Background: an optimization exercise with open tools, aiming at small area, a short achievable clock period and few clock cycles. Do not read the settings as production practice. Only simulation tests tie the RTL to the original design; equivalence was not proved.

==> wip/tundra: inputs <==
Design descent_top, start of the top module:
module descent_top (
    input  logic               clk,
    input  logic               rst_LBFGS,
    input  logic               param_we,
    input  descent_pkg::addr_t param_addr,
    input  descent_pkg::val_t  param_weight,
    input  descent_pkg::val_t  param_mean,
    input  logic [descent_pkg::N_ELEM*descent_pkg::VAL_W-1:0] x_init,
    input  logic               start,
    output logic               busy,
    output logic               done,
    output logic               converged,
    output logic [descent_pkg::N_ELEM*descent_pkg::VAL_W-1:0] x_result,
    output descent_pkg::obj_t  f_result,
    output descent_pkg::iter_t iter_count
);
    localparam int N = 8;
    logic [N-1:0][31:0] wmem;
    logic [N-1:0][31:0] mmem;
    logic [N-1:0] pw_sel;
    logic [31:0]  pw_w, pw_m;
    always_ff @(posedge clk) begin
        for (int i = 0; i < N; i++) pw_sel[i] <= param_we && (param_addr == i);
        pw_w <= param_weight;
        pw_m <= param_mean;
        for (int i = 0; i < N; i++) begin
            if (pw_sel[i]) begin
                wmem[i] <= pw_w;
                mmem[i] <= pw_m;
            end
        end
    end
    logic [N-1:0][31:0] xr;      
    logic [N-1:0][31:0] gr;      
    logic [N-1:0][31:0] gtr;     
    logic [N-1:0]       eh;      
    logic signed [47:0] fcur;
  ...
clock: 15.0 ns
lec_check: 0
abc_area: 1
cap_margin: 40
core_margin: 2
core_utilization: 40
slew_margin: 50
standard.sh (not shown) runs the stock make flow with config.mk's settings and CLKGATE_MAP_FILE= SYNTH_SCRIPT=/design/flow/synth_recipe.tcl, a recipe that flattens the netlist after the stock synthesis.
==> flow/flow/run.sh <==
#!/bin/bash
# The standard layout (standard synthesis and ORFS steps unchanged), except
# that the port buffers that global placement inserts are buf_4 cells: left to
# itself, buffer_ports picks clkdlybuf4s50_1 delay cells, which put about half a
# nanosecond on every input and output path. Every port still gets a buffer.
set -euo pipefail
export BUFFER_PORTS_ARGS="-buffer_cell sky130_fd_sc_hd__buf_4"
bash standard.sh > standard.log 2>&1
==> wip/indigo: changes against wip/tundra <==
--- a/flow/design.v
+++ b/flow/design.v
@@ -3643,20 +3643,22 @@
     logic [N-1:0][31:0] xr;      
     logic [N-1:0][31:0] gr;      
     logic [N-1:0][31:0] gtr;     
     logic [N-1:0]       eh;      
     logic signed [47:0] fcur;
     logic [4:0]         iters;
     logic [3:0]         kp, kp2;  
     logic [3:0]         kpmax;
-    assign kpmax      = (kp > kp2) ? kp : kp2;
-    assign x_result   = xr;
-    assign f_result   = fcur;
-    assign iter_count = iters;
+    assign kpmax = (kp > kp2) ? kp : kp2;
+    always_ff @(posedge clk) begin
+        x_result   <= xr;
+        f_result   <= fcur;
+        iter_count <= iters;
+    end
     localparam logic [1:0] IS_NONE = 2'd0, IS_INIT = 2'd1, IS_TRIAL = 2'd2, IS_FINAL = 2'd3;
     logic [1:0] is_mode;
     logic [2:0] is_cnt;       
     logic [3:0] is_k;         
     logic       is_next;      
     logic       is_kc_zero;   
     logic [3:0] is_kc;        
     logic       spec_acc;     
@@ -3820,18 +3822,18 @@
         delta     = fcur - acc_s - acc_c;
         accept6   = (f6[47] != fcur[47]) ? f6[47] : (!delta[47] && (delta != 48'd0));
         conv6     = (delta[47:6] == 42'd0) || (delta[47:6] == {42{1'b1}}) ||
                     (delta == 48'd64) || (delta == {1'b1, 47'd0});
         dec_v     = s7_tv && s7_last && !s7_init;
         accept    = s7_acc;
         conv_now  = s7_conv;
         finish    = conv_now || (iters == 5'd15);
-        pipe_busy = s1_tv || s2_tv || s3_tv || s4_tv || s5_tv || s6_tv ||
-                    s1_cv || s2_cv || s3_cv || s4_cv || s5_cv || s6_cv;
+        pipe_busy = s1_tv || s2_tv || s3_tv || s4_tv || s5_tv || s6_tv || s7_tv ||
+                    s1_cv || s2_cv || s3_cv || s4_cv || s5_cv || s6_cv || s7_cv;
     end
     always_ff @(posedge clk) begin
         if (s6_tv && s6_last && (s6_init || accept6)) fcur <= f6;
         if (!rst_LBFGS) begin
             busy      <= 1'b0;
             idle      <= 1'b1;
             done      <= 1'b0;
             converged <= 1'b0;
@@ -3936,17 +3938,17 @@
                         fin     <= 1'b1;
                     end else begin
                         is_mode <= IS_TRIAL;
                         is_k    <= s7_k + 4'd1;
                         is_next <= 1'b0;
                     end
                 end
             end
-            if (fin && is_mode == IS_NONE && !pipe_busy && eh[N-1]) begin
+            if (fin && is_mode == IS_NONE && !pipe_busy && eh[0]) begin
                 fin  <= 1'b0;
                 done <= 1'b1;
                 busy   <= 1'b0;
                 idle   <= 1'b1;
             end
             if (start && idle) begin
                 busy      <= 1'b1;
                 idle      <= 1'b0;
==> flow/flow/run.sh (replaced) <==
#!/bin/bash
# The standard layout (standard synthesis and ORFS steps unchanged), except:
# - the port buffers that global placement inserts are buf_4 cells: left to
#   itself, buffer_ports picks clkdlybuf4s50_1 delay cells, which put about half
#   a nanosecond on every input and output path. Every port still gets a buffer.
# - after the resize step, the registers that drive output ports are upsized to
#   dfxtp_4 (flow/upsize_outputs.tcl); only their drive strength changes.
set -euo pipefail
here=$(cd "$(dirname "$0")" && pwd)
export BUFFER_PORTS_ARGS="-buffer_cell sky130_fd_sc_hd__buf_4"
export POST_RESIZE_TCL="$here/upsize_outputs.tcl"
bash standard.sh > standard.log 2>&1
==> flow/flow/upsize_outputs.tcl (new file) <==
# Sourced by ORFS after the resize step (POST_RESIZE_TCL), before detailed
# placement legalizes the cells. The registers that drive output ports only
# feed a port buffer at the die edge; give them the strongest flip-flop of the
# same type (only the drive strength changes, names and types are kept).
set n 0
foreach pat {x_result* f_result* iter_count* busy* done* converged*} {
  foreach inst [get_cells -quiet $pat] {
    if { [get_property $inst ref_name] == "sky130_fd_sc_hd__dfxtp_1" } {
      replace_cell $inst sky130_fd_sc_hd__dfxtp_4
      incr n
    }
  }
}
puts "upsize_outputs: $n output registers now sky130_fd_sc_hd__dfxtp_4"
==> flow/config.mk (replaced) <==
export PLATFORM = sky130hd
export DESIGN_NAME = descent_top
export DESIGN_NICKNAME = descent_top
export VERILOG_FILES = /design/flow/design.v
export SDC_FILE = /design/flow/constraint.sdc
export NUM_CORES = 4
export LEC_CHECK = 0
export ABC_AREA = 1
export CAP_MARGIN = 20
export CORE_MARGIN = 2
export CORE_UTILIZATION = 40
export SLEW_MARGIN = 20
==> wip/zinc: changes against wip/tundra <==
--- a/flow/design.v
+++ b/flow/design.v
@@ -3662,28 +3662,28 @@
     logic       spec_acc;     
     logic       fin;          
     logic               s1_tv, s2_tv, s3_tv, s4_tv, s5_tv, s6_tv, s7_tv;
     logic               s1_cv, s2_cv, s3_cv, s4_cv, s5_cv, s6_cv, s7_cv;
     logic               s1_first, s2_first, s3_first, s4_first, s5_first;
     logic               s1_last, s2_last, s3_last, s4_last, s5_last, s6_last, s7_last;
     logic               s1_init, s2_init, s3_init, s4_init, s5_init, s6_init, s7_init;
     logic [3:0]         s1_k, s2_k, s3_k, s4_k, s5_k, s6_k, s7_k;
-    logic [3:0]         s1_kc, s2_kc, s3_kc, s4_kc, s5_kc, s6_kc;
-    logic               s1_kz, s2_kz, s3_kz, s4_kz, s5_kz, s6_kz;
-    logic signed [31:0] s7_gsh;      
+    logic [3:0]         s1_kc, s2_kc, s3_kc, s4_kc, s5_kc, s6_kc, s7_kc;
+    logic               s1_kz, s2_kz, s3_kz, s4_kz, s5_kz, s6_kz, s7_kz;
     logic [N-1:0]       s1_eh;
     logic signed [31:0] s1_u, s1_sc, s1_st;
     logic [47:0]        s2_e, s3_e, s4_e;   
     logic [31:0]        s2_w;
     logic [231:0]       s3_mid;
     logic signed [47:0] s4_p;
     logic [246:0]       s5_mid;
     logic [31:0]        s5_gt, s6_gt, s7_gt;
     logic [47:0]        acc_s, acc_c;    
+    logic signed [47:0] s7_f;
     logic               s7_acc, s7_conv;
     logic signed [31:0] x0, g0, gt0, sc0, gsel0, st0, u0, d1;
     logic [31:0]        m0, w1;
     logic [47:0]        e1;
     logic               issue_t, issue_c;
     assign issue_t = (is_mode == IS_INIT) || (is_mode == IS_TRIAL);
     assign issue_c = is_next && ((is_mode == IS_TRIAL) || (is_mode == IS_FINAL));
     always_comb begin
@@ -3777,26 +3777,29 @@
         s6_gt    <= s5_gt;
         if (s5_tv) begin
             acc_s <= hs5;
             acc_c <= hc5;
         end
         s7_last  <= s6_last;
         s7_init  <= s6_init;
         s7_k     <= s6_k;
-        s7_gsh   <= s6_kz ? 32'sd0 : ($signed(gr[2]) >>> s6_kc);
+        s7_kc    <= s6_kc;
+        s7_kz    <= s6_kz;
         s7_gt    <= s6_gt;
+        s7_f     <= f6;
         s7_acc   <= accept6;
         s7_conv  <= conv6;
     end
-    logic signed [31:0] xc7;
+    logic signed [31:0] xc7, g7;
     logic               load;
     assign load = idle;
     always_comb begin
-        xc7 = $signed(xr[1]) - s7_gsh;
+        g7  = gr[1];
+        xc7 = $signed(xr[1]) - (s7_kz ? 32'sd0 : (g7 >>> s7_kc));
     end
     always_ff @(posedge clk) begin
         for (int s = 0; s < N; s++) begin
             xr[s]  <= xr[(s+1)%N];
             gr[s]  <= gr[(s+1)%N];
             gtr[s] <= gtr[(s+1)%N];
         end
         if (s7_cv) begin
@@ -3824,17 +3827,17 @@
         dec_v     = s7_tv && s7_last && !s7_init;
         accept    = s7_acc;
         conv_now  = s7_conv;
         finish    = conv_now || (iters == 5'd15);
         pipe_busy = s1_tv || s2_tv || s3_tv || s4_tv || s5_tv || s6_tv ||
                     s1_cv || s2_cv || s3_cv || s4_cv || s5_cv || s6_cv;
     end
     always_ff @(posedge clk) begin
-        if (s6_tv && s6_last && (s6_init || accept6)) fcur <= f6;
+        if (s7_tv && s7_last && (s7_init || accept)) fcur <= s7_f;
         if (!rst_LBFGS) begin
             busy      <= 1'b0;
             idle      <= 1'b1;
             done      <= 1'b0;
             converged <= 1'b0;
             iters     <= '0;
             kp        <= '0;
             kp2       <= '0;
==> flow/config.mk (replaced) <==
export PLATFORM = sky130hd
export DESIGN_NAME = descent_top
export DESIGN_NICKNAME = descent_top
export VERILOG_FILES = /design/flow/design.v
export SDC_FILE = /design/flow/constraint.sdc
export NUM_CORES = 4
export LEC_CHECK = 0
export ABC_AREA = 1
export CAP_MARGIN = 20
export CORE_MARGIN = 2
export CORE_UTILIZATION = 40
export SLEW_MARGIN = 20
==> impl_metrics.json <==
{
  "status": "timing/DRC/antenna clean",
  "whs_ns": 0.2851,
  "grt_pass1_vias": 103472,
  "vias": 105544,
  "crit_start": "xr[17]"
}
the above is filed under wip/tundra

==> impl_metrics.json <==
{
  "status": "timing/DRC/antenna clean",
  "crit_start": "s4_e[29]",
  "vias": 107116,
  "grt_pass1_vias": 105290,
  "drive_above_1_share_pct": 12.05,
  "drc": 0,
  "synth_edf_count": 666,
  "regToRegSetupSlack_ns": 10.41,
  "whs_ns": 0.2675,
  "io_buffers": 638,
  "fp.dieH_um": 605.6,
  "drt_iter0_drc": 12510
}
the above is filed under wip/indigo

==> impl_metrics.json <==
{
  "crit_start": "xr[23]",
  "met1_length_mm": 221.6,
  "whs_ns": 0.2922,
  "synthesis.nets": 16213,
  "wl_mm": 512.8,
  "status": "timing/DRC/antenna clean",
  "vias": 106320,
  "grt_pass1_vias": 104839,
  "synth_top_cells_by_count": "nand2_1, dfxtp_1, inv_1",
  "worst_pin_slew_ns": 1.158,
  "seq-cell-share_pct": 36.73
}
the above is filed under wip/zinc

Testbench counts of wip/tundra, summed over its fixed seeds: cycles 42,128.
Testbench counts of wip/indigo, summed over its fixed seeds: cycles 42,256.
Testbench counts of wip/zinc, summed over its fixed seeds: cycles 42,128.

-- what the ideal ports hide --
How much do the figures lean on ideal ports? The routed layouts below were timed once more, with nothing changed but the port constraints.
Step 1, drivers: a clkbuf_16 drives clk and a buf_2 each remaining input, both assumed.
Step 2 adds t to the input delays and takes it off the output delays; t is the mean of the earliest and latest rising clock arrival at the registers after step 1. Input paths then give back, and output paths get back, about the clock's delay inside the block.
Three values: ideal, step 1, step 2; two values: the first two.
| run | shift t [ns] | setup WS [ns] | worst data-port slew with drivers (ns) |
|---|---|---|---|
| wip/tundra | 0.992 | 9.975 / 9.876 / 10.274 | 0.20 |
| wip/indigo | 1.020 | 10.407 / 10.385 / 10.162 | 0.15 |
| wip/zinc | 1.006 | 9.749 / 9.643 / 9.959 | 0.25 |
After both steps every run listed still meets setup and hold. The setup slack of wip/indigo, which loses most, moves by -0.022 ns with the drivers and by -0.245 ns with both steps.
